This is an optimization exercise on Yosys and OpenROAD, whose aim is a short achievable clock period and few clock cycles, not a production implementation.
Function was checked by simulation only, so behaviour that the tests miss may differ from the original.
Power and IR drop assume default switching activity.

`flow/run.sh`:
```
#!/bin/bash
# synth_recipe.tcl (not shown) runs the flow's synth.tcl, then flattens the netlist and writes it again
# the make line also repeats each setting of config.mk as NAME=value (left out here)
make -C /OpenROAD-flow-scripts/flow DESIGN_CONFIG=/design/flow/config.mk WORK_HOME=/design/flow/orfs CLKGATE_MAP_FILE= SYNTH_SCRIPT=/design/flow/synth_recipe.tcl finish
```
`flow/config.mk`:
```
export PLATFORM = sky130hd
export DESIGN_NAME = cpuTop
export DESIGN_NICKNAME = cpuTop
export VERILOG_FILES = /design/flow/design.v
export SDC_FILE = /design/flow/constraint.sdc
export NUM_CORES = 4
export LEC_CHECK = 0
export CAP_MARGIN = 20
export CORE_MARGIN = 2
export CORE_UTILIZATION = 35
export SETUP_SLACK_MARGIN = 2.0
export SLEW_MARGIN = 20
```
`flow/constraint.sdc`:
```
create_clock -name core_clock -period 4.4 [get_ports {clk}]
set_input_delay 0.8800 -clock core_clock [delete_from_list [all_inputs] [get_ports {clk}]]
set_output_delay 0.8800 -clock core_clock [all_outputs]
set_load 0.01 [all_outputs]
```
`flow/design.v`:
```
package cpuPkg;
	localparam int wordWidth = 8;                   
	typedef logic [wordWidth-1:0] wordT;            
	localparam logic [3:0] opNop = 4'h0;
	localparam logic [3:0] opMov = 4'h1;            
	localparam logic [3:0] opAdd = 4'h2;
	localparam logic [3:0] opSub = 4'h3;
	localparam logic [3:0] opAnd = 4'h4;
	localparam logic [3:0] opOr  = 4'h5;
	localparam logic [3:0] opOut = 4'h6;            
	localparam logic [3:0] opIn  = 4'h7;            
	localparam logic [3:0] opLdm = 4'h8;            
	localparam logic [3:0] opLdd = 4'h9;            
	localparam logic [3:0] opStd = 4'ha;            
	localparam logic [6:0] fnAdd = 7'b0000001;
	localparam logic [6:0] fnSub = 7'b0000010;
	localparam logic [6:0] fnAnd = 7'b0000100;
	localparam logic [6:0] fnOr  = 7'b0001000;
	localparam logic [6:0] fnMov = 7'b0010000;      
	localparam logic [6:0] fnK   = 7'b0100000;      
	localparam logic [6:0] fnLd  = 7'b1000000;      
	typedef struct packed {
		logic       two;                            
		logic       mem;                            
		logic       out;
		logic       st;
		logic       isIn;
		logic [3:0] selA;                           
		logic [3:0] selB;                           
		logic [3:0] we;                             
		logic [3:0] rd;                             
		logic [6:0] fn;
	} decT;
endpackage
module fetchStage (
	input  logic         clk,
	input  logic         arstN,
	input  cpuPkg::wordT instr,                     
	input  cpuPkg::wordT nextByte,                  
	input  cpuPkg::wordT inPort,
	output cpuPkg::wordT pc,
	output logic [3:0]   m1SelAA, m1SelBA,          
	output logic [3:0]   m1SelAB, m1SelBB,
	output logic [3:0]   m1SelX, m1SelY,            
	output logic [3:0]   m1SelOut,                  
	output logic         m1OutV,                    
	output logic [27:0]  m1WrA, m1WrB,              
	output logic [3:0]   m1Hold,                    
	output cpuPkg::wordT m1KA, m1KB,                
	output logic         m1StV,
	output logic [3:0]   m1StSel,                   
	output logic [15:0]  m1Lo, m1Hi                 
);
	cpuPkg::decT d0, d1, dL, dA, dB;
	decodeStage uDec0 (.ins(instr),    .d(d0));
	decodeStage uDec1 (.ins(nextByte), .d(d1));
	function automatic logic ok(input cpuPkg::decT a, input cpuPkg::decT b);
		ok = ~|(a.we & b.rd) && !(a.mem && b.mem) && !(a.out && b.out) &&
		     !(|a.fn[1:0] && |b.fn[1:0]);
	endfunction
	logic         lv;                               
	logic         vB, keep, keepIn0, step1, immIn0;
	cpuPkg::wordT immA;
	logic       vA, holdL, step0;
	assign vA = 1'b1;
	always_comb begin
		holdL = 1'b0;
		step0 = 1'b0;
		if (!lv) begin
			dA      = d0;
			dB      = d1;
			immA    = nextByte;
			vB      = vA && !d0.two && !d1.two && ok(d0, d1);
			keep    = !vA || (!d0.two && !vB);      
			keepIn0 = !vA;
			step1   = !vA;
		end else if (dL.two) begin
			dA      = dL;
			dB      = d1;
			immA    = instr;
			vB      = vA && !d1.two && ok(dL, d1);
			keep    = !vB;
			keepIn0 = 1'b0;
			step1   = 1'b0;
			holdL   = !vA;
			step0   = !vA;
		end else begin
			dA      = dL;
			dB      = d0;
			immA    = instr;
			vB      = vA && ok(dL, d0);
			keep    = !(vB && d0.two);
			keepIn0 = vA && !vB;
			step1   = vA && !vB;                    
			holdL   = !vA;
			step0   = !vA;
		end
	end
	assign immIn0 = lv && dL.two;
	cpuPkg::wordT pcPlus1, pcPlus2;
	assign pcPlus1 = pc + 8'd1;
	assign pcPlus2 = pc + 8'd2;
	logic       rVA, rVB;
	logic [3:0] rWeA, rWeB;
	logic [6:0] rFnA, rFnB;
	logic       rStA, rStB, rOutA, rOutB;
	always_ff @(posedge clk or negedge arstN) begin
		if (!arstN) begin
			pc     <= '0;
			lv     <= 1'b0;
			rVA    <= 1'b0;
			rVB    <= 1'b0;
		end else begin
			pc     <= step0 ? pc : (step1 ? pcPlus1 : pcPlus2);
			lv     <= keep;
			rVA    <= vA;
			rVB    <= vB;
		end
	end
	always_ff @(posedge clk) begin
		rWeA  <= dA.we;
		rWeB  <= dB.we;
		rFnA  <= dA.fn;
		rFnB  <= dB.fn;
		rStA  <= dA.st;
		rStB  <= dB.st;
		rOutB <= dB.out;
	end
	always_comb begin
		for (int i = 0; i < 4; i++) begin
			m1WrA[7*i +: 7] = (rVA && rWeA[i] && !(rVB && rWeB[i])) ? rFnA : 7'b0;
			m1WrB[7*i +: 7] = (rVB && rWeB[i]) ? rFnB : 7'b0;
		end
		m1Hold = ~((rVA ? rWeA : 4'b0) | (rVB ? rWeB : 4'b0));
		m1StV  = (rVA && rStA) || (rVB && rStB);
		m1OutV = (rVA && rOutA) || (rVB && rOutB);
	end
	always_ff @(posedge clk) begin
		dL        <= holdL ? dL : (keepIn0 ? d0 : d1);
		m1SelAA   <= dA.selA;
		m1SelBA   <= dA.selB;
		m1SelAB   <= dB.selA;
		m1SelBB   <= dB.selB;
		m1SelX    <= |dA.fn[1:0] ? dA.selA : dB.selA;
		m1SelY    <= |dA.fn[1:0] ? dA.selB : dB.selB;
		m1SelOut  <= dA.out ? dA.selB : dB.selB;
		rOutA     <= dA.out;
		m1StSel   <= dA.st ? dA.selB : dB.selB;
		m1KA      <= dA.isIn ? inPort : immA;
		m1KB      <= dB.isIn ? inPort : nextByte;   
		m1Lo      <= immIn0 ? (16'b1 << instr[3:0]) : (16'b1 << nextByte[3:0]);
		m1Hi      <= immIn0 ? (16'b1 << instr[7:4]) : (16'b1 << nextByte[7:4]);
	end
endmodule
module regFile (
	input  logic         clk,
	input  logic         arstN,
	input  logic [31:0]  wdata,                     
	output logic [31:0]  regs                       
);
	always_ff @(posedge clk or negedge arstN) begin
		if (!arstN) regs <= '0;
		else        regs <= wdata;
	end
endmodule
module decodeStage (
	input  cpuPkg::wordT        ins,
	output cpuPkg::decT         d
);
	logic [3:0] op, sa, sb;
	assign op = ins[7:4];
	assign sa = 4'b1 << ins[3:2];
	assign sb = 4'b1 << ins[1:0];
	always_comb begin
		d      = '0;
		d.selA = sa;
		d.selB = sb;
		case (op)
			cpuPkg::opMov: begin d.fn = cpuPkg::fnMov; d.we = sa; d.rd = sb; end
			cpuPkg::opAdd: begin d.fn = cpuPkg::fnAdd; d.we = sa; d.rd = sa | sb; end
			cpuPkg::opSub: begin d.fn = cpuPkg::fnSub; d.we = sa; d.rd = sa | sb; end
			cpuPkg::opAnd: begin d.fn = cpuPkg::fnAnd; d.we = sa; d.rd = sa | sb; end
			cpuPkg::opOr:  begin d.fn = cpuPkg::fnOr;  d.we = sa; d.rd = sa | sb; end
			cpuPkg::opOut: begin d.out = 1'b1; d.rd = sb; end
			cpuPkg::opIn:  begin d.fn = cpuPkg::fnK; d.we = sb; d.isIn = 1'b1; end
			cpuPkg::opLdm: begin d.fn = cpuPkg::fnK; d.we = sb; d.two = 1'b1; end
			cpuPkg::opLdd: begin d.fn = cpuPkg::fnLd; d.we = sb; d.two = 1'b1; d.mem = 1'b1; end
			cpuPkg::opStd: begin d.st = 1'b1; d.rd = sb; d.two = 1'b1; d.mem = 1'b1; end
			default: ;
		endcase
	end
endmodule
module executeStage (
	input  logic         clk,
	input  logic         arstN,
	input  logic [31:0]  regs,                      
	input  logic [3:0]   m1SelAA, m1SelBA,          
	input  logic [3:0]   m1SelAB, m1SelBB,          
	input  logic [3:0]   m1SelX, m1SelY,            
	input  logic [3:0]   m1SelOut,                  
	input  logic         m1OutV,                    
	input  logic [27:0]  m1WrA, m1WrB,              
	input  logic [3:0]   m1Hold,                    
	input  cpuPkg::wordT m1KA, m1KB,                
	input  logic         m1StV,
	input  logic [3:0]   m1StSel,
	input  logic [15:0]  m1Lo, m1Hi,
	input  cpuPkg::wordT ldData,                    
	output logic         exStV,                     
	output logic [15:0]  exLo, exHi,
	output cpuPkg::wordT stData,
	output logic [31:0]  wdata,                     
	output cpuPkg::wordT outPort,
	output logic         outEn
);
	logic [27:0]  wrA, wrB;
	logic [3:0]   hold, stSel;
	cpuPkg::wordT kA, kB;
	always_ff @(posedge clk or negedge arstN) begin
		if (!arstN) begin
			wrA   <= '0;
			wrB   <= '0;
			hold  <= '1;
			exStV <= 1'b0;
		end else begin
			wrA   <= m1WrA;
			wrB   <= m1WrB;
			hold  <= m1Hold;
			exStV <= m1StV;
		end
	end
	always_ff @(posedge clk) begin
		kA     <= m1KA;
		kB     <= m1KB;
		stSel  <= m1StSel;
		exLo   <= m1Lo;
		exHi   <= m1Hi;
	end
	cpuPkg::wordT aA, bA, aB, bB;                   
	cpuPkg::wordT x, y;                             
	logic [3:0] colSum, colDiff, colLA, colLB, colLd;
	logic [5:2] fnA, fnB;                           
	always_comb begin
		fnA = '0;
		fnB = '0;
		for (int i = 0; i < 4; i++) begin
			colSum[i]  = wrA[7*i + 0] | wrB[7*i + 0];
			colDiff[i] = wrA[7*i + 1] | wrB[7*i + 1];
			colLA[i]   = |wrA[7*i + 2 +: 4];
			colLB[i]   = |wrB[7*i + 2 +: 4];
			colLd[i]   = wrA[7*i + 6] | wrB[7*i + 6];
			fnA = fnA | wrA[7*i + 2 +: 4];
			fnB = fnB | wrB[7*i + 2 +: 4];
		end
	end
	cpuPkg::wordT sum, diff, lresA, lresB;
	assign sum   = x + y;                           
	assign diff  = x - y;                           
	assign lresA = ({8{fnA[2]}} & (aA & bA)) | ({8{fnA[3]}} & (aA | bA)) |
	               ({8{fnA[4]}} & bA) | ({8{fnA[5]}} & kA);
	assign lresB = ({8{fnB[2]}} & (aB & bB)) | ({8{fnB[3]}} & (aB | bB)) |
	               ({8{fnB[4]}} & bB) | ({8{fnB[5]}} & kB);
	function automatic logic [7:0] after(input logic [3:0] sel);
		logic [7:0] v;
		v = ({8{|(sel & colSum)}} & sum) | ({8{|(sel & colDiff)}} & diff) |
		    ({8{|(sel & colLA)}} & lresA) | ({8{|(sel & colLB)}} & lresB) |
		    ({8{|(sel & colLd)}} & ldData);
		for (int i = 0; i < 4; i++) v = v | ({8{sel[i] & hold[i]}} & regs[8*i +: 8]);
		after = v;
	endfunction
	always_comb begin
		stData = '0;
		for (int i = 0; i < 4; i++) begin
			stData = stData | ({8{stSel[i]}} & regs[8*i +: 8]);
		end
	end
	always_comb begin
		for (int i = 0; i < 4; i++) wdata[8*i +: 8] = after(4'b1 << i);
	end
	always_ff @(posedge clk) begin
		aA <= after(m1SelAA);
		bA <= after(m1SelBA);
		aB <= after(m1SelAB);
		bB <= after(m1SelBB);
		x  <= after(m1SelX);
		y  <= after(m1SelY);
	end
	always_ff @(posedge clk or negedge arstN) begin
		if (!arstN) begin
			outEn   <= 1'b0;
			outPort <= '0;
		end else begin
			outEn   <= m1OutV;
			outPort <= after(m1SelOut);
		end
	end
endmodule
module memoryStage (
	input  logic         clk,
	input  logic         we,                        
	input  logic [15:0]  wlo, whi,                  
	input  cpuPkg::wordT wdata,
	input  logic [15:0]  rlo, rhi,                  
	output cpuPkg::wordT rdata                      
);
	cpuPkg::wordT dataMem [256];
	always_ff @(posedge clk) begin
		for (int i = 0; i < 256; i++) begin
			if (we && whi[i / 16] && wlo[i % 16]) dataMem[i] <= wdata;
		end
	end
	cpuPkg::wordT qtr [4];
	cpuPkg::wordT fwdQ;                             
	logic         hit;
	assign hit = we && |(wlo & rlo) && |(whi & rhi);
	always_ff @(posedge clk) begin
		for (int q = 0; q < 4; q++) begin
			cpuPkg::wordT g;
			g = '0;
			for (int i = 64*q; i < 64*q + 64; i++) begin
				g = g | ({8{rhi[i / 16] & rlo[i % 16]}} & dataMem[i]);
			end
			qtr[q] <= hit ? '0 : g;
		end
		fwdQ <= hit ? wdata : '0;
	end
	assign rdata = qtr[0] | qtr[1] | qtr[2] | qtr[3] | fwdQ;
endmodule
module cpuTop #(
	parameter int dataMemDepth = 256                
) (
	input  logic         clk,
	input  logic         arstN,
	input  cpuPkg::wordT instr,                     
	input  cpuPkg::wordT nextByte,                  
	input  cpuPkg::wordT inPort,
	output cpuPkg::wordT pc,
	output cpuPkg::wordT outPort,
	output logic         outEn
);
	logic [3:0]   m1SelAA, m1SelBA, m1SelAB, m1SelBB, m1Hold, m1StSel;
	logic [3:0]   m1SelX, m1SelY, m1SelOut;
	logic         m1OutV, m1StV, exStV;
	logic [27:0]  m1WrA, m1WrB;
	cpuPkg::wordT m1KA, m1KB, stData, ldData;
	logic [15:0]  m1Lo, m1Hi, exLo, exHi;
	logic [31:0]  regs, wdata;
	fetchStage uFetch (
		.clk      (clk),
		.arstN    (arstN),
		.instr    (instr),
		.nextByte (nextByte),
		.inPort   (inPort),
		.pc       (pc),
		.m1SelAA  (m1SelAA),
		.m1SelBA  (m1SelBA),
		.m1SelAB  (m1SelAB),
		.m1SelBB  (m1SelBB),
		.m1SelX   (m1SelX),
		.m1SelY   (m1SelY),
		.m1SelOut (m1SelOut),
		.m1OutV   (m1OutV),
		.m1WrA    (m1WrA),
		.m1WrB    (m1WrB),
		.m1Hold   (m1Hold),
		.m1KA     (m1KA),
		.m1KB     (m1KB),
		.m1StV    (m1StV),
		.m1StSel  (m1StSel),
		.m1Lo     (m1Lo),
		.m1Hi     (m1Hi)
	);
	regFile uRegFile (
		.clk   (clk),
		.arstN (arstN),
		.wdata (wdata),
		.regs  (regs)
	);
	executeStage uExecute (
		.clk     (clk),
		.arstN   (arstN),
		.regs    (regs),
		.m1SelAA (m1SelAA),
		.m1SelBA (m1SelBA),
		.m1SelAB (m1SelAB),
		.m1SelBB (m1SelBB),
		.m1SelX  (m1SelX),
		.m1SelY  (m1SelY),
		.m1SelOut(m1SelOut),
		.m1OutV  (m1OutV),
		.m1WrA   (m1WrA),
		.m1WrB   (m1WrB),
		.m1Hold  (m1Hold),
		.m1KA    (m1KA),
		.m1KB    (m1KB),
		.m1StV   (m1StV),
		.m1StSel (m1StSel),
		.m1Lo    (m1Lo),
		.m1Hi    (m1Hi),
		.ldData  (ldData),
		.exStV   (exStV),
		.exLo    (exLo),
		.exHi    (exHi),
		.stData  (stData),
		.wdata   (wdata),
		.outPort (outPort),
		.outEn   (outEn)
	);
	memoryStage uMemory (
		.clk   (clk),
		.we    (exStV),
		.wlo   (exLo),
		.whi   (exHi),
		.wdata (stData),
		.rlo   (m1Lo),
		.rhi   (m1Hi),
		.rdata (ldData)
	);
endmodule
```
==> flow_metrics.py, run 1 <==
metrics = {
    "yosys": {
        "synth_top_area_cell": "edfxtp_1",
        "synth.distinct_cells": 79,
        "synthCells": 6133,
        "ys_top_cells_by_area": "edfxtp_1 (66%), a22oi_1 (6.3%), dfxtp_1 (5.8%)",
        "syn_nets": 6177,
        "syn_avg_cell_area_um2": 15.3,
        "ys_warn_count": 7,
        "ys_seq_area_share_pct": 74.5,
        "synth_edf_count": 2048,
        "synth_top_area_share_pct": 65.7,
        "ys.flop_type": "edfxtp_1",
        "synth-seq-cells": 2431,
        "synth_area_um2": 93600,
        "ys_async_sr_fraction_pct": 4.65,
    },
    "timing": {
        "report.final.slew_viol_count": 0,
        "relSlewSlack_pct": 23.9,
        "setup_viol": 0,
        "fin_crit_sh_pct": 57.4,
        "finalClockSkew_ns": 0.0849,
        "fin_crit_ns": 2.53,
        "worst_slew_pin_slew_ns": 1.14,
        "setup_ws_ns": 1.87,
        "rsz0062_at_grt": "yes",
        "fmax_mhz": 396,
        "setup-tns-final_ns": 0,
        "hold_viol": 0,
    },
    "die": {
        "row_count": 189,
        "start_util_pct": 35.2,
        "fp.dieW_um": 521,
        "dieArea_um2": 271000,
        "io_pins": 43,
        "die_y_um": 521,
        "coreArea_um2": 266000,
    },
    "worst_setup_path": {
        "cp-start-kind": "register",
        "cp_cell_sequence": "or4_4, buf_6, nand2_4, a21boi_4, a221o_2, a222oi_1, o211ai_1",
        "worstPathArrival_ns": 3.22,
        "slowest_stage": "or4_4",
        "cp.required_ns": 5.09,
        "critPathMaxStageDelay_ns": 0.61,
        "cp-end-kind": "register",
        "r2r_slack_ns": 1.87,
        "worstPathMaxFanout": 6,
        "critical_path.top_delay_family": "compound AO/OA/AOI/OAI gates",
        "criticalPathCategory": "reg2reg",
        "cp_num_buf_inv": 1,
    },
    "global_routing": {
        "track_usage_pct": 25.8,
        "grt_max_degree": 99,
        "grt-ovfl-total": 0,
        "grt_pass1_wl_um": 495000,
        "antenna_found_initial": 31,
        "grt_pass1_vias": 59630,
    },
    "detailed_routing": {
        "num_vias": 65233,
        "drc": 0,
        "first_pass_iters": 10,
        "ant_nets": 0,
        "routed_wirelength_um": 367000,
        "wl_per_cell_um": 36.6,
        "drt_iter0_markers": 12895,
        "vias_per_cell": 6.50,
    },
    "clock_network": {
        "clk_path_buf_depth": 4,
        "cts-root-buf": "clkbuf_16",
        "tritoncts": "built",
        "cts_buffers": 237,
        "clk_pin_slew_ns": 0.06,
        "cts_max_level": 4,
        "clock_sinks": 2431,
        "cts_hold_buf": 0,
        "worstSkewPairLatency_ns": 0.92,
    },
    "layout": {
        "fin_area_um2": 110000,
        "drive_gt1_share_pct": 16.8,
        "fillerInstances": 23711,
        "nNetsFinal": 6318,
        "syn2layout_area_growth_pct": 17.5,
        "seq_area_um2": 69800,
        "multiInputGateArea_um2": 23200,
    },
    "power_and_ir_drop": {
        "finalPower_mw": 64.2,
        "power.density_nw_per_um2": 584,
        "p_leak_nw": 37.3,
        "ir_worst_vdd_uv": 396,
    },
    "place": {
        "port_buffers": 42,
        "place_congestion": 0.915,
        "dp_slack_ns": 0.706,
        "hpwl_um": 206000,
        "placed_area_um2": 98600,
    },
    "run_status": {
        "status": "complete, no violations",
    },
    "hold_path": {
        "hp-class": "in2async",
    },
    "job": {
        "maxCapViolCount": 0,
    },
}
power breakdown:
group	internal (mW)	switching, mW
Combinational	3.26	10.1
Sequential	28.6	1.19
Clock	12.0	8.95
routing by layer:
metal / share of wire (%) / up-vias / GRT usage [%]
met5: 0.078 / - / 0
li1: - / 25480 / -
met4: 4.5 / 14 / 9.47
met2: 44 / 5561 / 38.4
met3: 14 / 948 / 7.38
met1: 38 / 33230 / 35.6
kinds of logic after synthesis:
logic type                 synth area share (%)
AOI/OAI and AO/OA                          15.6
DFF                                        74.5
muxes                                     0.634
other                                   0.00401
buffers and inverters                      2.40
xor gates and xnor gates                  0.197
adders and majority gates                 0.257
and+or+nand+nor                            6.39
registers in the layout, indices dropped and copies added, names as in the netlist, 16 cells and up:
signal / cells
uFetch.m1Hi: 16
uRegFile.regs: 32
uExecute.exLo: 16
uMemory.qtr: 32
uExecute.exHi: 16
uMemory.dataMem: 2048
uFetch.m1Lo: 16
uExecute.wrB: 28
uExecute.wrA: 28
uFetch.dL: 24
worst paths after layout:
| check | startpoint | end | cells past startpoint |
|---|---|---|---|
| worst max-delay path | uExecute.wrA[16] | uExecute.bA[3] | 7 |
| worst min-delay path | arstN | uExecute.outPort[3] | 1 |
| worst max register to register | uExecute.wrA[16] | uExecute.bA[3] | 7 |
| worst min register to register | uFetch.m1StSel[0] | uExecute.stSel[0] | 0 |
| max in group asynchronous | arstN | uRegFile.regs[5] | 2 |
| min in group core_clock | uFetch.m1StSel[0] | uExecute.stSel[0] | 0 |
final cells by class:
cell class / count / share of cell area [%]
flip-flops and latches: 2431 / 63.5
multi-input cells: 3128 / 21.1
clock buffers: 306 / 5.83
well taps: 3533 / 4.02
repair buffers: 420 / 3.85
clock inverters: 133 / 1.33
inverters: 56 / 0.198
diodes: 35 / 0.0797
through the flow:
step	util [%]	hold slack (ns)	cells
finish	41.4	0.0873	10042
CTS	40.8	0.103	9939
global route	41.4	0.147	10011
floorplan	-	0.310	6133
detailed placement	37.1	0.315	9384
global placement	37.1	0.316	9384
placed cells by master (no fill, tap or decap), drive strengths merged, types with 12 or more instances in the layout:
cell / instances
and2: 71
clkbuf: 314
a21oi: 155
nand4: 107
nand2: 289
a31oi: 45
dfrtp: 109
xnor2: 15
mux2i: 39
o211ai: 20
o221ai: 44
or4: 12
inv: 54
diode: 35
or2: 14
mux2: 18
edfxtp: 2048
bufinv: 30
clkinv: 97
nand3: 174
and3: 301
nor3: 19
buf: 387
nor2b: 16
ha: 16
a22oi: 781
o2111ai: 18
o22ai: 14
a22o: 266
dfxtp: 270
a222oi: 104
nand2b: 14
a221o: 71
clkdlybuf4s50: 13
nor2: 119
o21ai: 95
a211o: 12
a21boi: 18
a221oi: 176
synth_stat cells, types with 15 or more instances:
cell       count
mux2_2        17
nor2_1       119
xnor2_1       15
a222oi_1     104
a22o_1       266
nand3_1      174
nand2_1      282
mux2i_1       39
buf_1        109
nor2b_1       16
a221oi_1     168
o211ai_1      20
and3_1       300
a221o_1       65
a31oi_1       45
edfxtp_1    2048
clkbuf_1     398
nor3_1        19
a21oi_1      151
o21ai_0       94
dfrtp_1      109
dfxtp_1      270
ha_1          16
buf_2         21
o2111ai_1     18
o221ai_1      42
nand4_1      107
inv_1         51
a22oi_1      781
and2_1        70
what timing repair did:
item / CTS / global route
gates cloned: 11 / 7
endpoints found under the setup margin: 1509 / 243
pin swaps: 44 / 85
buffers inserted: 105 / 61
gates resized for setup: 255 / 195
Testbench counts, summed over its fixed seeds: cycles 16,691.
==> run 2: changes to the inputs <==
--- a/flow/config.mk
+++ b/flow/config.mk
@@ -9,3 +9,3 @@
 export CORE_MARGIN = 2
-export CORE_UTILIZATION = 35
+export CORE_UTILIZATION = 28
 export SETUP_SLACK_MARGIN = 2.0
==> run 2 against run 1 <==
  * Sequential power hardly changed
  * Sequential share of layout area is 0.30 points lower
  * Design area is 0.46% higher
  * Largest power group unchanged
  * Global-route usage is 5.9 points lower
  * Via count is 0.39% lower
  * Non-clock buffer count is 16 lower
  * Still clean on timing, DRC and antenna
==> flow_metrics.py, run 2 <==
metrics = {
    "run_status": {
        "status": "complete, no violations",
    },
    "place": {
        "hpwl_um": 204000,
        "place_congestion": 0.925,
        "port_buffers": 42,
        "placed_area_um2": 99600,
        "dp_slack_ns": 0.743,
    },
    "detailed_routing": {
        "first_pass_iters": 10,
        "num_vias": 64979,
        "routed_wirelength_um": 361000,
        "ant_nets": 0,
        "wl_per_cell_um": 33.2,
        "drc": 0,
        "drt_iter0_markers": 12495,
        "vias_per_cell": 5.98,
    },
    "timing": {
        "setup_ws_ns": 1.88,
        "setup-tns-final_ns": 0,
        "report.final.slew_viol_count": 0,
        "hold_viol": 0,
        "worst_slew_pin_slew_ns": 1.15,
        "fmax_mhz": 398,
        "finalClockSkew_ns": 0.124,
        "whs_ns": 0.0851,
        "rsz0062_at_grt": "yes",
        "fin_crit_ns": 2.52,
        "fin_crit_sh_pct": 57.2,
        "relSlewSlack_pct": 22.9,
        "setup_viol": 0,
    },
    "die": {
        "io_pins": 43,
        "row_count": 212,
        "die_y_um": 582,
        "fp.dieW_um": 582,
        "start_util_pct": 28.1,
        "coreArea_um2": 333000,
        "dieArea_um2": 339000,
    },
    "worst_setup_path": {
        "cp.required_ns": 5.19,
        "cp-start-kind": "register",
        "r2r_slack_ns": 1.88,
        "worstPathMaxFanout": 38,
        "worstPathArrival_ns": 3.30,
        "crit_end": "uMemory.qtr[2][2]",
        "r2r_end": "uMemory.qtr[2][2]",
        "r2r_start": "uFetch.m1Lo[2]",
        "rr_worst_depth": 6,
        "criticalPathCategory": "reg2reg",
        "crit_start": "uFetch.m1Lo[2]",
        "cp-end-kind": "register",
    },
    "clock_network": {
        "clock_sinks": 2431,
        "cts-root-buf": "clkbuf_16",
        "clk_path_buf_depth": 4,
        "cts_max_level": 4,
        "cts_buffers": 237,
        "tritoncts": "built",
        "clk_pin_slew_ns": 0.07,
        "worstSkewPairLatency_ns": 0.97,
        "cts_hold_buf": 0,
    },
    "global_routing": {
        "grt-ovfl-total": 0,
        "grt_max_degree": 138,
        "grt_pass1_vias": 60256,
        "track_usage_pct": 19.9,
        "antenna_found_initial": 25,
        "grt_pass1_wl_um": 485000,
    },
    "power_and_ir_drop": {
        "power.density_nw_per_um2": 575,
        "ir_worst_vdd_uv": 405,
        "p_leak_nw": 37.1,
    },
    "layout": {
        "final_cell_mix": "edfxtp_1 (2048), a22oi_1 (755), and3_1 (289)",
        "regMostFlops": "uMemory.dataMem",
        "final_common_cell": "edfxtp_1",
        "largest_reg_flops": 2048,
        "syn2layout_area_growth_pct": 18.0,
        "fillerInstances": 31855,
        "top_regs": "uMemory.dataMem (2048), uMemory.qtr (32), uRegFile.regs (32)",
        "nNetsFinal": 6304,
        "drive_gt1_share_pct": 15.6,
        "fin_area_um2": 110000,
    },
    "yosys": {
        "synth_top_area_cell": "edfxtp_1",
        "synth-seq-cells": 2431,
        "ys_async_sr_fraction_pct": 4.65,
        "synth_commonest_cells": "edfxtp_1 (2048), a22oi_1 (781), clkbuf_1 (398)",
        "synthCells": 6133,
        "ys.flop_type": "edfxtp_1",
        "synth_top_area_share_pct": 65.7,
        "synth_edf_count": 2048,
        "syn_avg_cell_area_um2": 15.3,
        "ys_seq_area_share_pct": 74.5,
        "syn_nets": 6177,
        "synth_area_um2": 93600,
        "ys_top_cells_by_area": "edfxtp_1 (66%), a22oi_1 (6.3%), dfxtp_1 (5.8%)",
        "ys_warn_count": 7,
        "synth.distinct_cells": 79,
        "yosysMostFrequentCell": "edfxtp_1",
    },
    "hold_path": {
        "hp-class": "in2async",
    },
    "job": {
        "maxCapViolCount": 0,
    },
}
==> run 2: cell counts after synthesis <==
No cell type changed its count.
==> run 2: metrics by stage <==
stage	cells	power [mW]	utilization [%]
6_report	10864	63.5	33.1
5_1_grt	10845	64.6	33.1
4_1_cts	10769	62.2	32.7
3_3_place_gp	10249	40.7	29.9
3_5_place_dp	10249	40.9	29.9
2_1_floorplan	6133	35.4	-
==> run 2: power by group <==
group	total, mW	switching (mW)	internal (mW)
combinational	12.8	9.64	3.15
clock	20.9	8.96	11.9
sequential	29.8	1.21	28.6
total	63.5	19.8	43.7
==> run 2: how the worst min path moves through the flow <==
stage / cells after the start / slack [ns] / end / from
floorplan: 0 / 0.31 / uExecute.kA[0] / uFetch.m1KA[0]
global placement: 0 / 0.31 / uExecute.stSel[1] / uFetch.m1StSel[1]
detailed placement: 0 / 0.31 / uExecute.stSel[0] / uFetch.m1StSel[0]
global route: 1 / 0.13 / uExecute.outPort[0] / arstN
CTS: 1 / 0.09 / uExecute.outPort[0] / arstN
finish: 1 / 0.09 / uExecute.outPort[0] / arstN
==> run 2: kinds of logic after synthesis <==
group / synth area share (%)
DFF: 74.5
adders and majority gates: 0.257
AOI/OAI and AO/OA: 15.6
other: 0.00401
muxes: 0.634
xor gates and xnor gates: 0.197
buffers and inverters: 2.40
and+or+nand+nor: 6.39
==> run 2: worst max-delay path, cell delays in order, from the launching register on <==
cell,delay (ns)
dfxtp_4,0.47
buf_4,0.20
buf_12,0.19
a22oi_2,0.20
nand4_1,0.28
a222oi_1,0.81
a21oi_1,0.18
==> run 2: layout make-up <==
cell class                 count  area (um^2)  area share, %
multi-input combinational   3130        22900           20.7
timing repair buffer         404         4110           3.72
clock buffer                 328         6550           5.93
inverter                      56          229          0.207
tap                         4387         5490           4.97
clock inverter               108         1280           1.16
antenna                       20         50.0         0.0453
sequential                  2431        69800           63.2
==> run 2: what timing repair did <==
action                      CTS  global route
setup endpoints to repair  1016           965
gates resized for setup     168           183
setup buffers                81            62
cloned                        3            13
pin swaps                    28            84
==> run 2: metal layers <==
layer | GRT usage (%) | part of all wire [%] | up-vias
li1 | - | - | 25420
met1 | 27.1 | 37 | 33100
met2 | 30.5 | 44 | 5530
met3 | 4.86 | 14 | 923
met4 | 7.62 | 4.4 | 6
met5 | 0 | 0.011 | -
==> run 3: changes to the inputs <==
--- a/flow/config.mk
+++ b/flow/config.mk
@@ -10,3 +10,3 @@
 export CORE_UTILIZATION = 28
-export SETUP_SLACK_MARGIN = 2.0
+export SETUP_SLACK_MARGIN = 2.3
 export SLEW_MARGIN = 20
==> run 3 against run 2 <==
  * Still clean
  * Clock skew increased by 0.0036 ns
  * Combinational power is 11% higher
  * Design area rose by 4.1%
  * Via count increased by 3.2%
  * First-iteration DRC count up 1.5%
  * Register-to-register slack improved by 0.05 ns
  * Global-route usage increased by 1.4 points
  * Critical path type unchanged
==> flow_metrics.py, run 3 <==
metrics = {
    "worst_setup_path": {
        "critical_path.top_delay_family": "compound AO/OA/AOI/OAI gates",
        "r2r_start": "uExecute.wrA[23]",
        "critPathMaxStageDelay_ns": 0.65,
        "worstPathArrival_ns": 3.15,
        "cp_cell_sequence": "or4_4, nand2_4, a21boi_4, a221o_2, a222oi_1, o2111ai_1",
        "slowest_stage": "or4_4",
        "worstPathMaxFanout": 8,
        "crit_start": "uExecute.wrA[23]",
        "criticalPathCategory": "reg2reg",
        "cp.required_ns": 5.09,
        "cp_num_buf_inv": 0,
        "cp-end-kind": "register",
        "cp-start-kind": "register",
    },
    "layout": {
        "drive_gt1_share_pct": 23.0,
        "fin_area_um2": 115000,
        "final_common_cell": "edfxtp_1",
        "multiInputGateArea_um2": 24500,
        "largest_reg_flops": 2048,
        "regMostFlops": "uMemory.dataMem",
        "nNetsFinal": 6498,
        "fillerInstances": 31385,
        "top_regs": "uMemory.dataMem (2048), uMemory.qtr (32), uRegFile.regs (32)",
        "final_cell_mix": "edfxtp_1 (2048), a22oi_1 (690), buf_4 (328)",
        "syn2layout_area_growth_pct": 22.8,
        "seq_area_um2": 69900,
    },
    "detailed_routing": {
        "drc": 0,
        "first_pass_iters": 10,
        "routed_wirelength_um": 380000,
        "ant_nets": 0,
        "vias_per_cell": 6.06,
        "drt_iter0_markers": 12687,
        "wl_per_cell_um": 34.3,
        "num_vias": 67077,
    },
    "yosys": {
        "ys.flop_type": "edfxtp_1",
        "synth_commonest_cells": "edfxtp_1 (2048), a22oi_1 (781), clkbuf_1 (398)",
        "synth_area_um2": 93600,
        "synth.distinct_cells": 79,
        "ys_async_sr_fraction_pct": 4.65,
        "ys_seq_area_share_pct": 74.5,
        "synth_top_area_cell": "edfxtp_1",
        "syn_nets": 6177,
        "synth-seq-cells": 2431,
        "ys_warn_count": 7,
        "synth_edf_count": 2048,
        "synthCells": 6133,
        "synth_top_area_share_pct": 65.7,
        "ys_top_cells_by_area": "edfxtp_1 (66%), a22oi_1 (6.3%), dfxtp_1 (5.8%)",
        "syn_avg_cell_area_um2": 15.3,
        "yosysMostFrequentCell": "edfxtp_1",
    },
    "clock_network": {
        "cts_buffers": 237,
        "cts_max_level": 4,
        "cts_hold_buf": 0,
        "clock_sinks": 2431,
        "clk_pin_slew_ns": 0.06,
        "tritoncts": "built",
        "cts-root-buf": "clkbuf_16",
        "clk_path_buf_depth": 4,
        "worstSkewPairLatency_ns": 0.95,
    },
    "place": {
        "placed_area_um2": 99600,
        "dp_slack_ns": 0.743,
        "port_buffers": 42,
        "hpwl_um": 204000,
        "place_congestion": 0.925,
    },
    "timing": {
        "relSlewSlack_pct": 24.0,
        "setup-tns-final_ns": 0,
        "setup_viol": 0,
        "fmax_mhz": 406,
        "fin_crit_ns": 2.46,
        "report.final.slew_viol_count": 0,
        "worst_slew_pin_slew_ns": 1.14,
        "fin_crit_sh_pct": 56.0,
        "finalClockSkew_ns": 0.128,
        "rsz0062_at_grt": "yes",
        "hold_viol": 0,
        "setup_ws_ns": 1.94,
    },
    "global_routing": {
        "gr-usage-met2_pct": 31.9,
        "met3_usage_pct": 6.37,
        "grt_max_degree": 105,
        "grt-ovfl-total": 0,
        "met1_usage_pct": 28.5,
        "track_usage_pct": 21.3,
        "grt_pass1_vias": 62042,
        "grt_pass1_wl_um": 513000,
        "grt-busiest-layer": "met2",
        "antenna_found_initial": 21,
    },
    "power_and_ir_drop": {
        "power_switching_mw": 20.6,
        "pwr-share-seq_pct": 46.0,
        "ir_worst_vdd_uv": 408,
        "internal-power_mw": 44.3,
        "p_leak_nw": 38.9,
        "power.density_nw_per_um2": 565,
        "comb_power_share_pct": 21.8,
        "switching_share_pct": 31.7,
        "p_clk_share_pct": 32.2,
    },
    "job": {
        "maxCapViolCount": 0,
    },
    "die": {
        "dieArea_um2": 339000,
        "io_pins": 43,
        "fp.dieW_um": 582,
        "die_y_um": 582,
        "coreArea_um2": 333000,
        "row_count": 212,
        "start_util_pct": 28.1,
    },
    "hold_path": {
        "hp-class": "in2async",
    },
    "run_status": {
        "status": "complete, no violations",
    },
}
[run 3: cells by family after synthesis]
| family | count (synthesis) | share of synthesized area, % |
|---|---|---|
| DFF | 2431 | 74.5 |
| AOI/OAI and AO/OA | 1873 | 15.6 |
| and+or+nand+nor | 1145 | 6.39 |
| buffers and inverters | 587 | 2.40 |
| muxes | 57 | 0.634 |
| xor gates and xnor gates | 21 | 0.197 |
| adders and majority gates | 18 | 0.257 |
| other | 1 | 0.00401 |
[run 3: layer usage]
metal  vias to the layer above  part of all wire (%)
li1                      25884                     -
met1                     34180                    37
met2                      5909                    43
met3                      1096                    15
met4                         8                   5.0
met5                         -                 0.032
[run 3: what timing repair did]
item / in CTS / in global routing
gates cloned: 35 / 10
setup buffers: 249 / 59
gates resized for setup: 658 / 295
endpoints found under the setup margin: 3341 / 490
pin swaps: 204 / 192
[run 3: layout make-up]
cell class	instances	area share (%)
clock buffer	328	5.70
clock inverter	108	1.11
sequential	2431	60.8
antenna	37	0.0806
tap	4387	4.78
timing repair buffer	595	6.02
multi-input combinational	3133	21.3
inverter	56	0.203
[run 3: path summary, 6_finish.rpt]
check / end / slack [ns] / cells after the start
worst max-delay path: uExecute.outPort[4] / 1.94 / 6
worst min-delay path: uExecute.outPort[0] / 0.1 / 1
worst max register to register: uExecute.outPort[4] / 1.94 / 6
worst min register to register: uExecute.stSel[2] / 0.32 / 0
max in group asynchronous: uRegFile.regs[9] / 3.21 / 2
min in group core_clock: uExecute.stSel[2] / 0.32 / 0
[run 3: power by group through the flow]
stage | Clock, mW | Combinational (mW) | Sequential, mW
final | 20.9 | 14.2 | 29.8
after global placement | 0 | 10.5 | 30.2
after CTS | 20.9 | 12.8 | 29.7
after floorplan | 0 | 5.76 | 29.6
after detailed placement | 0 | 10.7 | 30.3
after global routing | 21.7 | 14.4 | 29.8
[run 3: through the flow]
step	instances	total power [mW]	utilization, %	hold slack (ns)
after global placement	10249	40.7	29.9	0.315
final	11075	64.9	34.5	0.0996
after global routing	11040	65.9	34.5	0.148
after floorplan	6133	35.4	-	0.310
after CTS	10969	63.3	33.9	0.0944
after detailed placement	10249	40.9	29.9	0.314
==> run 4: changes to the inputs <==
--- a/flow/design.v
+++ b/flow/design.v
@@ -51,3 +51,4 @@
 	output logic [3:0]   m1StSel,                   
-	output logic [15:0]  m1Lo, m1Hi                 
+	output logic [15:0]  m1Lo, m1Hi,                
+	output logic         m1Hit                      
 );
@@ -128,2 +129,5 @@
 	end
+	logic [15:0] nLo, nHi;
+	assign nLo = immIn0 ? (16'b1 << instr[3:0]) : (16'b1 << nextByte[3:0]);
+	assign nHi = immIn0 ? (16'b1 << instr[7:4]) : (16'b1 << nextByte[7:4]);
 	always_comb begin
@@ -150,4 +154,5 @@
 		m1KB      <= dB.isIn ? inPort : nextByte;   
-		m1Lo      <= immIn0 ? (16'b1 << instr[3:0]) : (16'b1 << nextByte[3:0]);
-		m1Hi      <= immIn0 ? (16'b1 << instr[7:4]) : (16'b1 << nextByte[7:4]);
+		m1Lo      <= nLo;
+		m1Hi      <= nHi;
+		m1Hit     <= m1StV && |(m1Lo & nLo) && |(m1Hi & nHi);
 	end
@@ -303,2 +308,3 @@
 	input  logic [15:0]  rlo, rhi,                  
+	input  logic         hit,                       
 	output cpuPkg::wordT rdata                      
@@ -313,4 +319,2 @@
 	cpuPkg::wordT fwdQ;                             
-	logic         hit;
-	assign hit = we && |(wlo & rlo) && |(whi & rhi);
 	always_ff @(posedge clk) begin
@@ -342,3 +346,3 @@
 	logic [3:0]   m1SelX, m1SelY, m1SelOut;
-	logic         m1OutV, m1StV, exStV;
+	logic         m1OutV, m1StV, exStV, m1Hit;
 	logic [27:0]  m1WrA, m1WrB;
@@ -370,3 +374,4 @@
 		.m1Lo     (m1Lo),
-		.m1Hi     (m1Hi)
+		.m1Hi     (m1Hi),
+		.m1Hit    (m1Hit)
 	);
@@ -416,2 +421,3 @@
 		.rhi   (m1Hi),
+		.hit   (m1Hit),
 		.rdata (ldData)
--- a/flow/config.mk
+++ b/flow/config.mk
@@ -10,3 +10,3 @@
 export CORE_UTILIZATION = 28
-export SETUP_SLACK_MARGIN = 2.3
+export SETUP_SLACK_MARGIN = 2.0
 export SLEW_MARGIN = 20
==> run 4 against run 3 <==
  * First-iteration DRC count is 5.1% higher
  * Utilization is 0.64 points lower
  * Power is 4.5% lower
  * Clock power hardly changed
  * Clock skew is 0.0088 ns lower
  * Critical endpoint is now uMemory.qtr[1][4]
==> flow_metrics.py, run 4 <==
metrics = {
    "run_status": {
        "status": "complete, no violations",
    },
    "global_routing": {
        "grt-ovfl-total": 0,
        "antenna_found_initial": 25,
        "grt_pass1_vias": 61001,
        "track_usage_pct": 20.8,
        "grt_max_degree": 156,
        "grt_pass1_wl_um": 503000,
    },
    "clock_network": {
        "cts_max_level": 4,
        "clk_path_buf_depth": 4,
        "cts_buffers": 238,
        "clock_sinks": 2432,
        "worstSkewPairLatency_ns": 0.97,
        "cts-root-buf": "clkbuf_16",
        "clk_pin_slew_ns": 0.06,
        "tritoncts": "built",
    },
    "die": {
        "dieArea_um2": 339000,
        "row_count": 212,
        "fp.dieW_um": 583,
        "start_util_pct": 28.1,
        "coreArea_um2": 333000,
        "die_y_um": 583,
        "io_pins": 43,
    },
    "yosys": {
        "synth_top_area_cell": "edfxtp_1",
        "syn_avg_cell_area_um2": 15.3,
        "synth.distinct_cells": 83,
        "syn_nets": 6174,
        "ys_warn_count": 7,
        "ys_seq_area_share_pct": 74.4,
        "synth_edf_count": 2048,
        "synth-seq-cells": 2432,
        "ys_top_cells_by_area": "edfxtp_1 (66%), a22oi_1 (6.1%), dfxtp_1 (5.8%)",
        "ys.flop_type": "edfxtp_1",
        "synth_commonest_cells": "edfxtp_1 (2048), a22oi_1 (760), clkbuf_1 (398)",
        "synthCells": 6130,
        "synth_top_area_share_pct": 65.6,
        "ys_async_sr_fraction_pct": 4.65,
        "yosysMostFrequentCell": "edfxtp_1",
        "synth_area_um2": 93700,
    },
    "timing": {
        "setup-tns-final_ns": 0,
        "setup_viol": 0,
        "rsz0062_at_grt": "yes",
        "finalClockSkew_ns": 0.119,
        "fmax_mhz": 372,
        "relSlewSlack_pct": 12.1,
        "report.final.slew_viol_count": 0,
        "fin_crit_ns": 2.69,
        "hold_viol": 0,
        "worst_slew_pin_slew_ns": 1.32,
        "fin_crit_sh_pct": 61.2,
        "whs_ns": 0.111,
    },
    "detailed_routing": {
        "num_vias": 66286,
        "first_pass_iters": 15,
        "drt_iter0_markers": 13331,
        "drc": 0,
        "ant_nets": 0,
        "vias_per_cell": 6.02,
        "routed_wirelength_um": 377000,
        "wl_per_cell_um": 34.3,
    },
    "power_and_ir_drop": {
        "ir_worst_vdd_uv": 448,
        "finalPower_mw": 62.0,
        "power.density_nw_per_um2": 549,
        "p_leak_nw": 38.0,
    },
    "place": {
        "port_buffers": 42,
        "place_congestion": 0.936,
        "dp.cells": 10276,
        "hpwl_um": 215000,
    },
    "layout": {
        "fillerInstances": 31571,
        "nNetsFinal": 6460,
        "stdcell_count": 11013,
        "final_common_cell": "edfxtp_1",
        "final_util_pct": 33.8,
        "syn2layout_area_growth_pct": 20.4,
        "top_regs": "uMemory.dataMem (2048), uMemory.qtr (32), uRegFile.regs (32)",
        "final_cell_mix": "edfxtp_1 (2048), a22oi_1 (729), buf_4 (362)",
        "seq_area_um2": 69900,
        "regMostFlops": "uMemory.dataMem",
        "largest_reg_flops": 2048,
        "drive_gt1_share_pct": 19.4,
        "multiInputGateArea_um2": 23500,
    },
    "worst_setup_path": {
        "slowest_stage": "a222oi_1",
        "cp_cell_sequence": "buf_6, a22o_1, a221oi_2, nand3_2, a222oi_1, nand4_1, a21oi_2, nor2_1",
        "criticalPathCategory": "reg2reg",
        "cp-end-kind": "register",
        "cp-start-kind": "register",
        "worstPathArrival_ns": 3.49,
        "cp.required_ns": 5.20,
        "critPathMaxStageDelay_ns": 0.65,
        "worstPathMaxFanout": 7,
    },
    "hold_path": {
        "hp-class": "in2async",
    },
    "job": {
        "maxCapViolCount": 0,
    },
}
==> run 4: cell count changes after synthesis, moves of 9 or more <==
cell	before	now
a22o_1	266	228
o22ai_1	14	39
nand2_1	282	258
a22oi_1	781	760
a222oi_1	104	118
o21ai_0	94	80
a221oi_1	168	180
nand3_1	174	186
mux2_2	17	28
nand2b_1	14	24
o2111ai_1	18	9
or2_2	8	17
==> run 4: critical path: cells and delay by family (launching register included) <==
family | cells | cell delay, ns
buffers and inverters | 1 | 0.19
AOI/OAI and AO/OA | 4 | 1.36
DFF | 1 | 0.49
and+or+nand+nor | 3 | 0.57
==> run 4: stage by stage <==
stage / cell area (um^2) / worst slack [ns]
finish: 113000 / 1.71
global route: 113000 / 1.80
CTS: 111000 / 1.86
detailed placement: 99900 / 0.622
global placement: 99900 / 0.616
floorplan: 93800 / 1.78
==> run 4: worst paths after layout <==
kind | startpoint | to | slack, ns | cells past startpoint
worst max-delay path | uFetch.m1Lo[0] | uMemory.qtr[1][4] | 1.71 | 8
worst min-delay path | arstN | uExecute.outEn | 0.11 | 1
worst max register to register | uFetch.m1Lo[0] | uMemory.qtr[1][4] | 1.71 | 8
worst min register to register | uFetch.m1StSel[2] | uExecute.stSel[2] | 0.33 | 0
max in group asynchronous | arstN | uExecute.wrA[3] | 3.32 | 2
min in group core_clock | uFetch.m1StSel[2] | uExecute.stSel[2] | 0.33 | 0
==> run 4: final cells by class <==
| class | instances | area share, % |
|---|---|---|
| flip-flops and latches | 2432 | 61.9 |
| clock inverters | 144 | 1.28 |
| inverters | 50 | 0.180 |
| clock buffers | 288 | 5.58 |
| diodes | 18 | 0.0399 |
| repair buffers | 567 | 5.33 |
| multi-input cells | 3127 | 20.8 |
| well taps | 4387 | 4.86 |
==> run 4: layer usage <==
metal / vias up / track usage [%] / share of wire, %
li1: 25745 / - / -
met4: 16 / 7.73 / 4.4
met1: 33773 / 28.3 / 37
met5: - / 0 / 0.026
met2: 5834 / 30.8 / 43
met3: 918 / 6.84 / 15
==> run 4: power breakdown <==
group	internal, mW	leakage [nW]	total (mW)	switching, mW
clock network	11.7	3.79	20.7	8.98
registers	28.0	22.4	29.0	1.01
logic	3.38	11.8	12.3	8.91
==> run 4: kinds of logic (layout without fill, tap and decap cells) <==
logic type      Yosys count  in the layout  synth area share [%]
mux                      73             73                 0.817
fa+ha+maj                18             18                 0.256
flops                  2432           2432                  74.4
simple gates           1163           1169                  6.54
buf+inv                 581           1049                  2.41
other cells               1             19               0.00400
xor+xnor                 23             23                 0.215
compound gates         1839           1843                  15.3
==> run 4: repair_timing <==
| action | CTS | global route |
|---|---|---|
| hold buffers | 0 | 0 |
| cloned | 9 | 13 |
| setup buffers | 159 | 105 |
| gates resized for setup | 258 | 281 |
| pin swaps | 58 | 153 |
| setup endpoints to repair | 619 | 1026 |
Testbench counts of run 4, summed over its fixed seeds: cycles 16,691.
==> run 5: changes to the inputs <==
--- a/flow/design.v
+++ b/flow/design.v
@@ -317,9 +317,9 @@
 	end
-	cpuPkg::wordT qtr [4];
+	cpuPkg::wordT qtr [16];
 	cpuPkg::wordT fwdQ;                             
 	always_ff @(posedge clk) begin
-		for (int q = 0; q < 4; q++) begin
+		for (int q = 0; q < 16; q++) begin
 			cpuPkg::wordT g;
 			g = '0;
-			for (int i = 64*q; i < 64*q + 64; i++) begin
+			for (int i = 16*q; i < 16*q + 16; i++) begin
 				g = g | ({8{rhi[i / 16] & rlo[i % 16]}} & dataMem[i]);
@@ -330,3 +330,6 @@
 	end
-	assign rdata = qtr[0] | qtr[1] | qtr[2] | qtr[3] | fwdQ;
+	always_comb begin
+		rdata = fwdQ;
+		for (int q = 0; q < 16; q++) rdata = rdata | qtr[q];
+	end
 endmodule
--- a/flow/config.mk
+++ b/flow/config.mk
@@ -10,3 +10,3 @@
 export CORE_UTILIZATION = 28
-export SETUP_SLACK_MARGIN = 2.0
+export SETUP_SLACK_MARGIN = 2.3
 export SLEW_MARGIN = 20
==> run 5 against run 4 <==
  * Cell count decreased by 2.0%
  * First-iteration DRC count decreased by 22%
  * Synthesized cell count fell by 3.5%
  * Clock skew grew 0.021 ns
  * Area after synthesis is 0.77% higher
  * Setup slack gained 0.029 ns
  * Utilization is 0.33 points lower
  * Count of clock-buffer cells in the layout rose by 38
  * Still clean
  * Fmax rose by 1.1%
  * Critical path depth unchanged
  * Critical path type unchanged
  * Routed wire length fell by 7.5%
==> flow_metrics.py, run 5 <==
metrics = {
    "place": {
        "port_buffers": 42,
        "dp_slack_ns": 0.719,
        "hpwl_um": 194000,
        "placed_area_um2": 101000,
        "place_congestion": 0.888,
    },
    "yosys": {
        "synth_compound_area_share_pct": 14.9,
        "synth_top_area_share_pct": 65.1,
        "ys_top_cells_by_area": "edfxtp_1 (65%), dfxtp_1 (7.8%), a221oi_1 (4.1%)",
        "syn_avg_cell_area_um2": 16.0,
        "synth_top_family_by_area": "compound AO/OA/AOI/OAI gates",
        "synthMuxAreaShare_pct": 0.738,
        "ys_seq_area_share_pct": 75.9,
        "synthAdderAreaFrac_pct": 0.254,
        "syn_nets": 5958,
        "yosysMostFrequentCell": "edfxtp_1",
        "ys_warn_count": 7,
        "synthCells": 5914,
        "synth_commonest_cells": "edfxtp_1 (2048), a221oi_1 (438), a22oi_1 (423)",
        "synth_top_area_cell": "edfxtp_1",
        "ys.flop_type": "edfxtp_1",
        "synth_area_um2": 94400,
        "synth-seq-cells": 2528,
        "synth.distinct_cells": 75,
        "ys_async_sr_fraction_pct": 4.47,
        "synth-xor-area-share_pct": 0.232,
        "synthSimpleGateAreaFrac_pct": 5.83,
        "synth_edf_count": 2048,
    },
    "die": {
        "fp.dieW_um": 585,
        "dieArea_um2": 342000,
        "start_util_pct": 28.1,
        "row_count": 213,
        "coreArea_um2": 336000,
        "io_pins": 43,
        "die_y_um": 585,
    },
    "clock_network": {
        "cts_max_level": 4,
        "worstSkewPairLatency_ns": 0.96,
        "clock_sinks": 2528,
        "tritoncts": "built",
        "cts-root-buf": "clkbuf_16",
        "clk_path_buf_depth": 4,
        "clk_pin_slew_ns": 0.07,
        "cts_buffers": 245,
    },
    "layout": {
        "syn2layout_area_growth_pct": 19.3,
        "final_common_cell": "edfxtp_1",
        "regMostFlops": "uMemory.dataMem",
        "drive_gt1_share_pct": 19.9,
        "fin_area_um2": 113000,
        "final_cell_mix": "edfxtp_1 (2048), a22o_1 (408), a22oi_1 (405)",
        "largest_reg_flops": 2048,
        "nNetsFinal": 6102,
        "top_regs": "uMemory.dataMem (2048), uMemory.qtr (128), uRegFile.regs (32)",
    },
    "timing": {
        "finalClockSkew_ns": 0.140,
        "fmax_mhz": 376,
        "report.final.slew_viol_count": 0,
        "hold_viol": 0,
        "relSlewSlack_pct": 26.0,
        "setup-tns-final_ns": 0,
        "setup_viol": 0,
        "whs_ns": 0.0793,
        "rsz0062_at_grt": "yes",
        "fin_crit_sh_pct": 60.5,
        "fin_crit_ns": 2.66,
        "setup_ws_ns": 1.74,
        "worst_slew_pin_slew_ns": 1.11,
    },
    "global_routing": {
        "grt_pass1_vias": 59140,
        "grt_max_degree": 107,
        "grt-ovfl-total": 0,
        "antenna_found_initial": 42,
        "grt_pass1_wl_um": 479000,
        "track_usage_pct": 19.7,
    },
    "worst_setup_path": {
        "cp-end-kind": "register",
        "rr_worst_depth": 8,
        "cp_num_buf_inv": 2,
        "criticalPathCategory": "reg2reg",
        "worstPathArrival_ns": 3.41,
        "crit_start": "uMemory.qtr[9][2]",
        "worstPathMaxFanout": 6,
        "critPathMaxStageDelay_ns": 0.48,
        "r2r_end": "uExecute.y[2]",
        "cp-start-kind": "register",
        "cp_cell_sequence": "nor4_4, nand4_1, nor4_4, buf_6, buf_12, nand2b_1, nand4_1, a221o_1",
        "cp.required_ns": 5.14,
        "r2r_start": "uMemory.qtr[9][2]",
        "critical_path.top_delay_family": "simple AND/OR/NAND/NOR gates",
        "r2r_slack_ns": 1.74,
        "slowest_stage": "nor4_4",
    },
    "detailed_routing": {
        "wl_per_cell_um": 32.4,
        "routed_wirelength_um": 349000,
        "drt_iter0_markers": 10433,
        "vias_per_cell": 5.78,
        "drc": 0,
        "first_pass_iters": 8,
        "num_vias": 62341,
        "ant_nets": 0,
    },
    "job": {
        "maxCapViolCount": 0,
    },
    "power_and_ir_drop": {
        "power.density_nw_per_um2": 564,
        "finalPower_mw": 63.6,
        "ir_worst_vdd_uv": 582,
        "p_leak_nw": 37.4,
    },
    "hold_path": {
        "hp-class": "in2async",
    },
    "run_status": {
        "status": "complete, no violations",
    },
}
run 5: cell count changes after synthesis, sizes merged, moves of 105 or more:
cell	delta
a22oi	-337
a222oi	-110
nand2	-105
a221oi	+261
nand3	-125
and3	+120
a22o	+180
run 5: cells by family after synthesis:
family / Yosys count
fa+ha+maj: 18
xor+xnor: 25
mux: 67
buf+inv: 527
other cells: 1
flops: 2528
compound gates: 1756
simple gates: 992
run 5: cell type report:
cell class                 instances  area, um^2
tap                             4515        5650
multi-input combinational       2882       23000
clock inverter                   125        1330
timing repair buffer             360        3950
fill                           31856      223000
clock buffer                     326        6730
inverter                          41         154
antenna                           14        35.0
sequential                      2528       71800
run 5: what timing repair did:
item	in CTS	in global routing
gates cloned	27	0
gates resized for setup	541	195
buffers inserted	130	17
pin swaps	122	49
hold buffers	0	0
setup endpoints to repair	3011	589
run 5: report_power, final:
part | internal, mW | switching (mW) | total [mW]
combinational | 3.21 | 8.86 | 12.1
sequential | 29.0 | 1.14 | 30.2
clock | 12.1 | 9.20 | 21.3
total | 44.4 | 19.2 | 63.6
run 5: worst reg2reg max path: cells and delay by family, from the launching register on:
kind / cells / cell delay [ns]
AND/OR/NAND/NOR: 5 / 1.49
buffers and inverters: 2 / 0.35
flip-flops: 1 / 0.33
AO/OA/AOI/OAI: 1 / 0.27
run 5: stage by stage:
stage | util [%] | instances
after global placement | 29.9 | 10152
after CTS | 33.3 | 10760
after global routing | 33.5 | 10782
after detailed placement | 29.9 | 10152
after floorplan | - | 5914
final | 33.5 | 10791
run 5: worst max path at each step:
stage                           to  slack (ns)  cells past startpoint
2_1_floorplan        uFetch.dL[15]        1.74                      7
3_3_place_gp          uFetch.pc[6]        0.61                      9
3_5_place_dp          uFetch.pc[6]        0.72                      9
4_1_cts             uExecute.aB[2]        1.77                      8
5_1_grt        uExecute.outPort[2]        1.77                      8
6_report             uExecute.y[2]        1.74                      8
run 5: metal layers:
metal / vias up / track usage (%) / wire (um)
li1: 24693 / - / -
met1: 32223 / 26.4 / 134000
met2: 4532 / 29.6 / 154000
met3: 883 / 5.78 / 45300
met4: 10 / 8.12 / 16300
met5: - / 0 / 80
Testbench counts of run 5, summed over its fixed seeds: cycles 16,691.
==> run 6: changes to the inputs <==
--- a/flow/design.v
+++ b/flow/design.v
@@ -317,9 +317,9 @@
 	end
-	cpuPkg::wordT qtr [16];
+	cpuPkg::wordT qtr [8];
 	cpuPkg::wordT fwdQ;                             
 	always_ff @(posedge clk) begin
-		for (int q = 0; q < 16; q++) begin
+		for (int q = 0; q < 8; q++) begin
 			cpuPkg::wordT g;
 			g = '0;
-			for (int i = 16*q; i < 16*q + 16; i++) begin
+			for (int i = 32*q; i < 32*q + 32; i++) begin
 				g = g | ({8{rhi[i / 16] & rlo[i % 16]}} & dataMem[i]);
@@ -332,3 +332,3 @@
 		rdata = fwdQ;
-		for (int q = 0; q < 16; q++) rdata = rdata | qtr[q];
+		for (int q = 0; q < 8; q++) rdata = rdata | qtr[q];
 	end
==> run 6 against run 5 <==
  * Hold slack better by 0.088 ns
  * Critical path type unchanged
  * Sequential power down 3%
  * Via count is 3.2% higher
  * Sequential share of layout area shrank 1.7 points
==> flow_metrics.py, run 6 <==
metrics = {
    "global_routing": {
        "met3_usage_pct": 5.92,
        "gr-usage-met2_pct": 29.4,
        "track_usage_pct": 19.6,
        "grt-busiest-layer": "met2",
        "antenna_found_initial": 24,
        "grt_pass1_wl_um": 477000,
        "grt_pass1_vias": 60155,
        "grt-ovfl-total": 0,
        "met1_usage_pct": 26.8,
        "grt_max_degree": 162,
    },
    "timing": {
        "fmax_mhz": 400,
        "rsz0062_at_grt": "yes",
        "fin_crit_sh_pct": 56.8,
        "whs_ns": 0.167,
        "fin_crit_ns": 2.50,
        "report.final.slew_viol_count": 0,
        "setup_viol": 0,
        "worst_slew_pin_slew_ns": 1.16,
        "setup-tns-final_ns": 0,
        "relSlewSlack_pct": 22.8,
        "finalClockSkew_ns": 0.107,
        "hold_viol": 0,
    },
    "layout": {
        "seq_area_um2": 70500,
        "largest_reg_flops": 2048,
        "top_regs": "uMemory.dataMem (2048), uMemory.qtr (64), uRegFile.regs (32)",
        "final_common_cell": "edfxtp_1",
        "regMostFlops": "uMemory.dataMem",
        "final_cell_mix": "edfxtp_1 (2048), a22oi_1 (740), buf_4 (303)",
        "nNetsFinal": 6376,
        "multiInputGateArea_um2": 23600,
        "syn2layout_area_growth_pct": 21.5,
        "fillerInstances": 31488,
        "drive_gt1_share_pct": 22.2,
        "stdcell_count": 10945,
        "fin_area_um2": 114000,
    },
    "clock_network": {
        "tritoncts": "built",
        "worstSkewPairLatency_ns": 0.94,
        "clk_pin_slew_ns": 0.08,
        "clk_path_buf_depth": 3,
        "cts_buffers": 232,
        "cts_max_level": 4,
        "cts-root-buf": "clkbuf_16",
        "clock_sinks": 2464,
    },
    "detailed_routing": {
        "drc": 0,
        "first_pass_iters": 8,
        "num_vias": 64309,
        "routed_wirelength_um": 355000,
        "ant_nets": 0,
        "drt_iter0_markers": 12185,
        "vias_per_cell": 5.88,
        "wl_per_cell_um": 32.4,
    },
    "yosys": {
        "syn_avg_cell_area_um2": 15.4,
        "synth_commonest_cells": "edfxtp_1 (2048), a22oi_1 (773), clkbuf_1 (383)",
        "ys.flop_type": "edfxtp_1",
        "synth_top_area_share_pct": 65.7,
        "synth-seq-cells": 2464,
        "ys_seq_area_share_pct": 75.3,
        "synth.distinct_cells": 78,
        "ys_warn_count": 7,
        "synthCells": 6067,
        "synth_edf_count": 2048,
        "syn_nets": 6111,
        "synth_top_area_cell": "edfxtp_1",
        "ys_top_cells_by_area": "edfxtp_1 (66%), dfxtp_1 (6.5%), a22oi_1 (6.2%)",
        "synth_area_um2": 93500,
        "ys_async_sr_fraction_pct": 4.59,
        "yosysMostFrequentCell": "edfxtp_1",
    },
    "power_and_ir_drop": {
        "p_leak_nw": 38.4,
        "internal-power_mw": 43.7,
        "power_switching_mw": 19.9,
        "p_clk_share_pct": 32.8,
        "switching_share_pct": 31.2,
        "ir_worst_vdd_uv": 652,
        "pwr-share-seq_pct": 46.2,
        "comb_power_share_pct": 21.0,
        "power.density_nw_per_um2": 559,
    },
    "run_status": {
        "status": "complete, no violations",
    },
    "worst_setup_path": {
        "worstPathMaxFanout": 7,
        "cp-end-kind": "register",
        "criticalPathCategory": "reg2reg",
        "cp.required_ns": 5.15,
        "cp-start-kind": "register",
        "worstPathArrival_ns": 3.25,
    },
    "die": {
        "io_pins": 43,
        "coreArea_um2": 333000,
        "start_util_pct": 28.1,
        "fp.dieW_um": 582,
        "die_y_um": 582,
        "row_count": 212,
        "dieArea_um2": 339000,
    },
    "place": {
        "dp.cells": 10163,
        "place_congestion": 0.927,
        "hpwl_um": 188000,
        "placed_area_um2": 99400,
        "port_buffers": 42,
    },
    "hold_path": {
        "hp-class": "in2async",
    },
    "job": {
        "maxCapViolCount": 0,
    },
}
[run 6: cell count changes after synthesis, moves of 55 or more]
cell	previous run	this run
a221oi_1	438	212
a222oi_1	8	92
a22o_1	408	219
a22oi_1	423	773
a31oi_1	140	27
and3_1	412	294
dfxtp_1	367	303
nand2_1	154	226
nand3_1	61	216
nand4_1	24	79
o21ai_0	46	182
[run 6: power groups by stage]
| stage | logic (mW) | clock network, mW | registers, mW |
|---|---|---|---|
| 2_1_floorplan | 5.36 | 0 | 29.2 |
| 3_3_place_gp | 9.69 | 0 | 29.8 |
| 3_5_place_dp | 9.89 | 0 | 29.8 |
| 4_1_cts | 11.9 | 20.9 | 29.3 |
| 5_1_grt | 13.5 | 21.8 | 29.4 |
| 6_report | 13.3 | 20.8 | 29.4 |
[run 6: final cells by class]
cell class	instances	share of cell area [%]
inverter	51	0.172
antenna	21	0.0462
tap	4387	4.83
sequential	2464	62.0
clock buffer	319	5.64
multi-input combinational	3061	20.7
clock inverter	120	1.37
timing repair buffer	522	5.20
[run 6: worst max-delay path, cell delays in order (launching register included)]
cell      delay (ns)
dfrtp_1         0.41
or4_4           0.66
buf_4           0.19
nand2_4         0.05
a21boi_4        0.06
a221o_2         0.44
a222oi_1        0.43
nand2_1         0.13
[run 6: cell families after synthesis]
kind of cell / Yosys count / share of synthesized area [%]
DFF: 2464 / 75.3
AOI/OAI and AO/OA: 1828 / 14.9
buffers and inverters: 558 / 2.31
muxes: 68 / 0.769
and+or+nand+nor: 1108 / 6.28
xor gates and xnor gates: 22 / 0.206
adders and majority gates: 18 / 0.257
other: 1 / 0.00401
[run 6: path summary, 6_finish.rpt]
check	startpoint	end	cells after the start	slack, ns
max in group asynchronous	arstN	uExecute.hold[2]	2	3.31
setup / recovery	uExecute.wrA[23]	uRegFile.regs[4]	7	1.90
hold reg to reg	uFetch.m1StSel[1]	uExecute.stSel[1]	0	0.33
hold / removal	arstN	uExecute.wrB[19]	1	0.17
min in group core_clock	uFetch.m1StSel[1]	uExecute.stSel[1]	0	0.33
setup reg to reg	uExecute.wrA[23]	uRegFile.regs[4]	7	1.90
[run 6: what timing repair did]
action                      CTS  global route
pin swaps                   136           129
setup endpoints to repair  3465           928
hold endpoints to repair      0             0
cloned                       24            14
hold buffers                  0             0
setup buffers               192            91
resized for setup           586           308
[run 6: metrics by stage]
step / total power, mW / utilization [%] / setup WS (ns)
finish: 63.6 / 34.1 / 1.90
global route: 64.7 / 34.1 / 1.84
CTS: 62.1 / 33.5 / 1.97
detailed placement: 39.7 / 29.8 / 0.691
global placement: 39.5 / 29.8 / 0.686
floorplan: 34.6 / - / 1.74
[run 6: per-layer routing]
metal / up-vias / share of wire (%)
li1: 25410 / -
met3: 753 / 14
met2: 5115 / 44
met1: 33021 / 39
met5: - / 0.019
met4: 10 / 3.6
Testbench counts of run 6, summed over its fixed seeds: cycles 16,691.

==> static timing again, ports no longer ideal <==
Ports are ideal in the flow. The routed layouts listed here were re-timed in OpenROAD.
Step 1: set_driving_cell puts a clkbuf_16 on clk and a buf_2 on each other input, an assumption about the parent block.
Step 2 also shifts input and output timing later by t, the mid clock arrival at the registers, as if the neighbouring blocks saw the same clock.
Slacks: ideal / step 1 / step 2; pairs: ideal / step 1.
run	t (ns)	slack for setup (ns)	worst hold slack (ns)	worst data-port slew with drivers (ns)
run 1	0.978	1.872 / 1.872 / 1.182	0.087 / 0.022 / 0.328	0.04
run 2	0.999	1.884 / 1.884 / 1.122	0.085 / 0.027 / 0.327	0.04
run 3	0.989	1.938 / 1.938 / 1.394	0.100 / 0.029 / 0.324	0.04
run 4	1.002	1.709 / 1.709 / 1.065	0.111 / 0.041 / 0.326	0.04
run 5	0.986	1.738 / 1.738 / 1.393	0.079 / 0.010 / 0.323	0.09
run 6	0.973	1.900 / 1.900 / 1.461	0.167 / 0.106 / 0.327	0.04
After both steps setup and hold are still met in every run listed. For run 2, which loses most, drivers alone change the setup slack by 0.000 ns; drivers and shift together by -0.762 ns.
